What follows belongs to an exercise in optimizing a design on an open flow for a short achievable clock period and few clock cycles; a production flow would make more cautious choices. Only simulation tests tie the RTL to the original design; equivalence was not proved. Power figures rest on the tool's default switching activity, not on a simulated workload.

## lsu_top
module lsu_top (
    input  logic                          clk,
    input  logic                          rstn,
    input  logic [lsu_pkg::PC_LEN-1:0]    pc_i,
    input  logic                          req_i,
    input  logic                          wr_i,
    input  logic                          sign_ext_i,
    input  lsu_pkg::strb_t                byte_i,
    input  lsu_pkg::addr_t                addr_i,
    input  lsu_pkg::word_t                wdata_i,
    output lsu_pkg::word_t                rdata_o,
    output logic                          hazard_o,
    output logic                          fault_o,
    output logic                          load_misaligned_o,
    output logic                          store_misaligned_o,
    output logic                          load_access_fault_o,
    output logic                          store_access_fault_o,
    output lsu_pkg::addr_t                bad_addr_o,
    output logic [lsu_pkg::PC_LEN-1:0]    fault_pc_o
);
lsu_pkg::word_t mem [lsu_pkg::RAM_WORDS];
logic           misaligned;
logic           out_of_range;
logic           ld_ok;
logic           st_ok;
lsu_pkg::strb_t st_strb;
lsu_pkg::word_t st_wdata;
logic [1:0]     off;
assign off = addr_i[1:0];
assign misaligned   = ((byte_i == lsu_pkg::MASK_HALF) && off[0]) ||
                      ((byte_i == lsu_pkg::MASK_WORD) && (off != 2'd0));
assign out_of_range = |addr_i[lsu_pkg::ADDR_LEN-1:lsu_pkg::RAM_AW+2];
assign ld_ok        = req_i & ~wr_i & ~misaligned & ~out_of_range;
assign st_ok        = req_i &  wr_i & ~misaligned & ~out_of_range;
assign hazard_o = 1'b0;
logic fault_q;
  ...
==> module lsu_top, before the edit <==
module lsu_top (
    input  logic                          clk,
    input  logic                          rstn,
    input  logic [lsu_pkg::PC_LEN-1:0]    pc_i,
    input  logic                          req_i,
    input  logic                          wr_i,
    input  logic                          sign_ext_i,
    input  lsu_pkg::strb_t                byte_i,
    input  lsu_pkg::addr_t                addr_i,
    input  lsu_pkg::word_t                wdata_i,
    output lsu_pkg::word_t                rdata_o,
    output logic                          hazard_o,
    output logic                          fault_o,
    output logic                          load_misaligned_o,
    output logic                          store_misaligned_o,
    output logic                          load_access_fault_o,
    output logic                          store_access_fault_o,
    output lsu_pkg::addr_t                bad_addr_o,
    output logic [lsu_pkg::PC_LEN-1:0]    fault_pc_o
);
lsu_pkg::word_t mem [lsu_pkg::RAM_WORDS];
logic           misaligned;
logic           out_of_range;
logic           ld_ok;
logic           st_ok;
lsu_pkg::strb_t st_strb;
lsu_pkg::word_t st_wdata;
logic [1:0]     off;
assign off = addr_i[1:0];
assign misaligned   = ((byte_i == lsu_pkg::MASK_HALF) && off[0]) ||
                      ((byte_i == lsu_pkg::MASK_WORD) && (off != 2'd0));
assign out_of_range = |addr_i[lsu_pkg::ADDR_LEN-1:lsu_pkg::RAM_AW+2];
assign ld_ok        = req_i & ~wr_i & ~misaligned & ~out_of_range;
assign st_ok        = req_i &  wr_i & ~misaligned & ~out_of_range;
assign hazard_o = 1'b0;
logic fault_q;
always_ff @(posedge clk or negedge rstn) begin
    if (~rstn) begin
        load_misaligned_o    <= 1'b0;
        store_misaligned_o   <= 1'b0;
        load_access_fault_o  <= 1'b0;
        store_access_fault_o <= 1'b0;
        fault_q              <= 1'b0;
    end else begin
        load_misaligned_o    <= req_i & ~wr_i & misaligned;
        store_misaligned_o   <= req_i &  wr_i & misaligned;
        load_access_fault_o  <= req_i & ~wr_i & ~misaligned & out_of_range;
        store_access_fault_o <= req_i &  wr_i & ~misaligned & out_of_range;
        fault_q              <= req_i & (misaligned | out_of_range);
    end
end
assign fault_o = fault_q;
always_ff @(posedge clk or negedge rstn) begin
    if (~rstn) begin
        bad_addr_o <= '0;
        fault_pc_o <= '0;
    end else if (req_i) begin
        bad_addr_o <= addr_i;
        fault_pc_o <= pc_i;
    end
end
always_comb begin
    case (off)
        2'd1: begin
            st_strb  = {byte_i[2:0], byte_i[3]};
            st_wdata = {wdata_i[23:0], wdata_i[31:24]};
        end
        2'd2: begin
            st_strb  = {byte_i[1:0], byte_i[3:2]};
            st_wdata = {wdata_i[15:0], wdata_i[31:16]};
        end
        2'd3: begin
            st_strb  = {byte_i[0], byte_i[3:1]};
            st_wdata = {wdata_i[7:0], wdata_i[31:8]};
        end
        default: begin
            st_strb  = byte_i;
            st_wdata = wdata_i;
        end
    endcase
end
always_ff @(posedge clk) begin
    if (st_ok) begin
        for (int b = 0; b < lsu_pkg::STRB_LEN; b++) begin
            if (st_strb[b]) begin
                mem[addr_i[7:2]][8*b +: 8] <= st_wdata[8*b +: 8];
            end
        end
    end
end
logic [3:0]     d0;          
logic [3:0]     d1;          
logic [3:0]     d2;          
logic [3:0]     d3;          
logic           sz_b;
logic           sz_h;
logic           sz_w;
logic           hold;
logic [3:0]     t_b0 [4];    
logic [3:0]     t_b1 [2];    
logic [3:0]     t_w;         
logic [3:0]     t_sb [4];    
logic [3:0]     t_sh [2];    
logic [3:0]     cand [32];   
logic           ext_b;
logic           ext_h;
lsu_pkg::word_t ld_d;
assign sz_b = (byte_i == lsu_pkg::MASK_BYTE);
assign sz_h = (byte_i == lsu_pkg::MASK_HALF);
assign sz_w = (byte_i == lsu_pkg::MASK_WORD);
assign hold = ~ld_ok;
always_comb begin
    for (int i = 0; i < 4; i++) begin
        d0[i] = (addr_i[1:0] == i[1:0]);
        d1[i] = (addr_i[3:2] == i[1:0]);
        d2[i] = (addr_i[5:4] == i[1:0]);
        d3[i] = (addr_i[7:6] == i[1:0]);
    end
    for (int h = 0; h < 4; h++) begin
        for (int l = 0; l < 4; l++) begin
            t_b0[l][h] = d3[h] & d0[l] & ld_ok & (sz_b | sz_h | sz_w);
            t_sb[l][h] = d3[h] & d0[l] & ld_ok & sz_b & sign_ext_i;
        end
        for (int m = 0; m < 2; m++) begin
            t_b1[m][h] = d3[h] & (addr_i[1] == m[0]) & ld_ok & (sz_h | sz_w);
            t_sh[m][h] = d3[h] & (addr_i[1] == m[0]) & ld_ok & sz_h & sign_ext_i;
        end
        t_w[h] = d3[h] & ld_ok & sz_w;
    end
end
function automatic logic sel4(input logic [3:0] s, input logic [3:0] v);
    sel4 = |(s & v);
endfunction
always_comb begin
    logic [3:0] v;
    logic [3:0] l1 [4];
    for (int j = 0; j < 32; j++) begin
        for (int h = 0; h < 4; h++) begin
            for (int k = 0; k < 4; k++) begin
                for (int i = 0; i < 4; i++) begin
                    v[i] = mem[16*h + 4*k + i][j];
                end
                l1[h][k] = sel4(d1, v);
            end
            cand[j][h] = sel4(d2, l1[h]);
        end
    end
end
always_comb begin
    ext_b = 1'b0;
    ext_h = 1'b0;
    for (int l = 0; l < 4; l++) begin
        ext_b = ext_b | sel4(t_sb[l], cand[8*l + 7]);
    end
    for (int m = 0; m < 2; m++) begin
        ext_h = ext_h | sel4(t_sh[m], cand[16*m + 15]);
    end
    for (int b = 0; b < 8; b++) begin
        ld_d[b] = hold & rdata_o[b];
        for (int l = 0; l < 4; l++) begin
            ld_d[b] = ld_d[b] | sel4(t_b0[l], cand[8*l + b]);
        end
        ld_d[8 + b] = hold & rdata_o[8 + b];
        for (int m = 0; m < 2; m++) begin
            ld_d[8 + b] = ld_d[8 + b] | sel4(t_b1[m], cand[16*m + 8 + b]);
        end
        ld_d[8 + b] = ld_d[8 + b] | ext_b;
    end
    for (int b = 16; b < 32; b++) begin
        ld_d[b] = sel4(t_w, cand[b]) | ext_b | ext_h | (hold & rdata_o[b]);
    end
end
always_ff @(posedge clk or negedge rstn) begin
    if (~rstn) begin
        rdata_o <= '0;
    end else begin
        rdata_o <= ld_d;
    end
end
endmodule
==> flow/config.mk <==
export PLATFORM = sky130hd
export DESIGN_NAME = lsu_top
export DESIGN_NICKNAME = lsu_top
export VERILOG_FILES = /design/flow/design.v
export SDC_FILE = /design/flow/constraint.sdc
export NUM_CORES = 4
export LEC_CHECK = 0
export CAP_MARGIN = 20
export CORE_MARGIN = 2
export CORE_UTILIZATION = 62
export CTS_CLUSTER_DIAMETER = 60
export CTS_CLUSTER_SIZE = 40
export PLACE_DENSITY = 0.72
export SETUP_SLACK_MARGIN = 2.5
export SLEW_MARGIN = 20
==> flow/constraint.sdc <==
create_clock -name core_clock -period 5.0 [get_ports {clk}]
set_input_delay 1.0000 -clock core_clock [delete_from_list [all_inputs] [get_ports {clk}]]
set_output_delay 1.0000 -clock core_clock [all_outputs]
set_load 0.01 [all_outputs]
standard.sh (not shown) runs the stock make flow with config.mk's settings and CLKGATE_MAP_FILE= SYNTH_SCRIPT=/design/flow/synth_recipe.tcl, a recipe that flattens the netlist after the stock synthesis.
==> flow/flow/run.sh <==
#!/bin/bash
# The standard layout (standard.sh) with a few slow combinational cells added
# to the platform's don't-use list (flow/extra.mk). Everything else, including
# the synthesis script, is the standard flow's.
set -euo pipefail
HERE=$(pwd)
cat config.mk flow/extra.mk > own_config.mk
sed "s#DESIGN_CONFIG=[^ ]*#DESIGN_CONFIG=$HERE/own_config.mk#" standard.sh > own_standard.sh
grep -q "DESIGN_CONFIG=$HERE/own_config.mk" own_standard.sh
bash own_standard.sh > own_flow.log 2>&1 || { tail -n 50 own_flow.log; exit 1; }
tail -n 20 own_flow.log
test -f out/final.def
==> flow/flow/extra.mk <==
# Slow wide gates (three- and four-high transistor stacks) kept out of
# synthesis and repair, so the load path maps to faster cells.
export DONT_USE_CELLS = sky130_fd_sc_hd__a2111o_1 sky130_fd_sc_hd__a2111o_2 sky130_fd_sc_hd__a2111o_4 sky130_fd_sc_hd__a2111oi_0 sky130_fd_sc_hd__a2111oi_1 sky130_fd_sc_hd__a2111oi_2 sky130_fd_sc_hd__a2111oi_4 sky130_fd_sc_hd__mux4_1 sky130_fd_sc_hd__mux4_2 sky130_fd_sc_hd__mux4_4 sky130_fd_sc_hd__nor4_1 sky130_fd_sc_hd__nor4_2 sky130_fd_sc_hd__nor4_4 sky130_fd_sc_hd__nor4b_1 sky130_fd_sc_hd__nor4b_2 sky130_fd_sc_hd__nor4b_4 sky130_fd_sc_hd__nor4bb_1 sky130_fd_sc_hd__nor4bb_2 sky130_fd_sc_hd__nor4bb_4 sky130_fd_sc_hd__o2111a_1 sky130_fd_sc_hd__o2111a_2 sky130_fd_sc_hd__o2111a_4 sky130_fd_sc_hd__o2111ai_1 sky130_fd_sc_hd__o2111ai_2 sky130_fd_sc_hd__o2111ai_4 sky130_fd_sc_hd__o311a_1 sky130_fd_sc_hd__o311a_2 sky130_fd_sc_hd__o311a_4 sky130_fd_sc_hd__o311ai_0 sky130_fd_sc_hd__o311ai_1 sky130_fd_sc_hd__o311ai_2 sky130_fd_sc_hd__o311ai_4 sky130_fd_sc_hd__o41a_1 sky130_fd_sc_hd__o41a_2 sky130_fd_sc_hd__o41a_4 sky130_fd_sc_hd__o41ai_1 sky130_fd_sc_hd__o41ai_2 sky130_fd_sc_hd__o41ai_4 sky130_fd_sc_hd__or3_1 sky130_fd_sc_hd__or3_2 sky130_fd_sc_hd__or3_4 sky130_fd_sc_hd__or3b_1 sky130_fd_sc_hd__or3b_2 sky130_fd_sc_hd__or3b_4 sky130_fd_sc_hd__or4_1 sky130_fd_sc_hd__or4_2 sky130_fd_sc_hd__or4_4 sky130_fd_sc_hd__or4b_1 sky130_fd_sc_hd__or4b_2 sky130_fd_sc_hd__or4b_4 sky130_fd_sc_hd__or4bb_1 sky130_fd_sc_hd__or4bb_2 sky130_fd_sc_hd__or4bb_4 
The starting point produced a clean layout.
Testbench counts at the start, summed over its fixed seeds: cycles 4,808.
Next try:
--- a/flow/design.v
+++ b/flow/design.v
@@ -417,13 +417,12 @@
 logic [3:0]     t_w;         
 logic [3:0]     t_sb [4];    
 logic [3:0]     t_sh [2];    
 logic [3:0]     cand [32];   
 logic           ext_b;
 logic           ext_h;
-lsu_pkg::word_t ld_d;
 assign sz_b = (byte_i == lsu_pkg::MASK_BYTE);
 assign sz_h = (byte_i == lsu_pkg::MASK_HALF);
 assign sz_w = (byte_i == lsu_pkg::MASK_WORD);
 assign hold = ~ld_ok;
 always_comb begin
     for (int i = 0; i < 4; i++) begin
@@ -459,38 +458,48 @@
                 l1[h][k] = sel4(d1, v);
             end
             cand[j][h] = sel4(d2, l1[h]);
         end
     end
 end
+lsu_pkg::word_t data_q;
+lsu_pkg::word_t fill_q;
+lsu_pkg::word_t data_d;
+lsu_pkg::word_t fill_d;
 always_comb begin
     ext_b = 1'b0;
     ext_h = 1'b0;
     for (int l = 0; l < 4; l++) begin
         ext_b = ext_b | sel4(t_sb[l], cand[8*l + 7]);
     end
     for (int m = 0; m < 2; m++) begin
         ext_h = ext_h | sel4(t_sh[m], cand[16*m + 15]);
     end
     for (int b = 0; b < 8; b++) begin
-        ld_d[b] = hold & rdata_o[b];
+        data_d[b] = hold & data_q[b];
         for (int l = 0; l < 4; l++) begin
-            ld_d[b] = ld_d[b] | sel4(t_b0[l], cand[8*l + b]);
+            data_d[b] = data_d[b] | sel4(t_b0[l], cand[8*l + b]);
         end
-        ld_d[8 + b] = hold & rdata_o[8 + b];
+        data_d[8 + b] = hold & data_q[8 + b];
         for (int m = 0; m < 2; m++) begin
-            ld_d[8 + b] = ld_d[8 + b] | sel4(t_b1[m], cand[16*m + 8 + b]);
+            data_d[8 + b] = data_d[8 + b] | sel4(t_b1[m], cand[16*m + 8 + b]);
         end
-        ld_d[8 + b] = ld_d[8 + b] | ext_b;
+        fill_d[b]     = 1'b0;
+        fill_d[8 + b] = ext_b | (hold & fill_q[8 + b]);
     end
     for (int b = 16; b < 32; b++) begin
-        ld_d[b] = sel4(t_w, cand[b]) | ext_b | ext_h | (hold & rdata_o[b]);
+        data_d[b] = sel4(t_w, cand[b]) | (hold & data_q[b]);
+        fill_d[b] = ext_b | ext_h | (hold & fill_q[b]);
     end
 end
 always_ff @(posedge clk or negedge rstn) begin
     if (~rstn) begin
-        rdata_o <= '0;
+        data_q      <= '0;
+        fill_q[31:8] <= '0;
     end else begin
-        rdata_o <= ld_d;
+        data_q      <= data_d;
+        fill_q[31:8] <= fill_d[31:8];
     end
 end
+assign fill_q[7:0] = '0;
+assign rdata_o     = data_q | fill_q;
 endmodule
Result:
- final area hardly moves
- final cell count goes down by 0.40%
- clock skew fell by 9.9 ps
- routed wire length fell by 3.7%
- total power came out lower by 1.4%
- setup slack is worse by 260 ps
- non-clock buffer count falls by 159
- global-route usage shrinks by 2.6 points
- fmax came out lower by 8.3%
- register-to-register slack is worse by 200 ps
Testbench counts after the change, summed over its fixed seeds: cycles 4,808.

-- what the ideal ports hide --
In the flow no input, the clock included, has a driving cell. The finished layouts below were timed again as built, in two steps.
Step 1, drivers: a clkbuf_16 drives clk and a buf_2 each remaining input, both assumed.
Step 2 adds t to the input delays and takes it off the output delays; t is the mean of the earliest and latest rising clock arrival at the registers after step 1. Input paths then give back, and output paths get back, about the clock's delay inside the block.
Three values: ideal ports, drivers, drivers and shift; two values: the first two.
| run | t, ns | setup slack, ns | clock arrival spread, ns |
|---|---|---|---|
| the first run | 0.890 | 2.133 / 1.503 / 0.613 | 0.052 / 0.052 |
| the second run | 0.880 | 1.873 / 1.471 / 0.591 | 0.047 / 0.046 |
After both steps setup and hold are still met in every run listed. The setup slack of the first run, which loses most, moves by -0.630 ns with the drivers and by -1.520 ns with both steps.
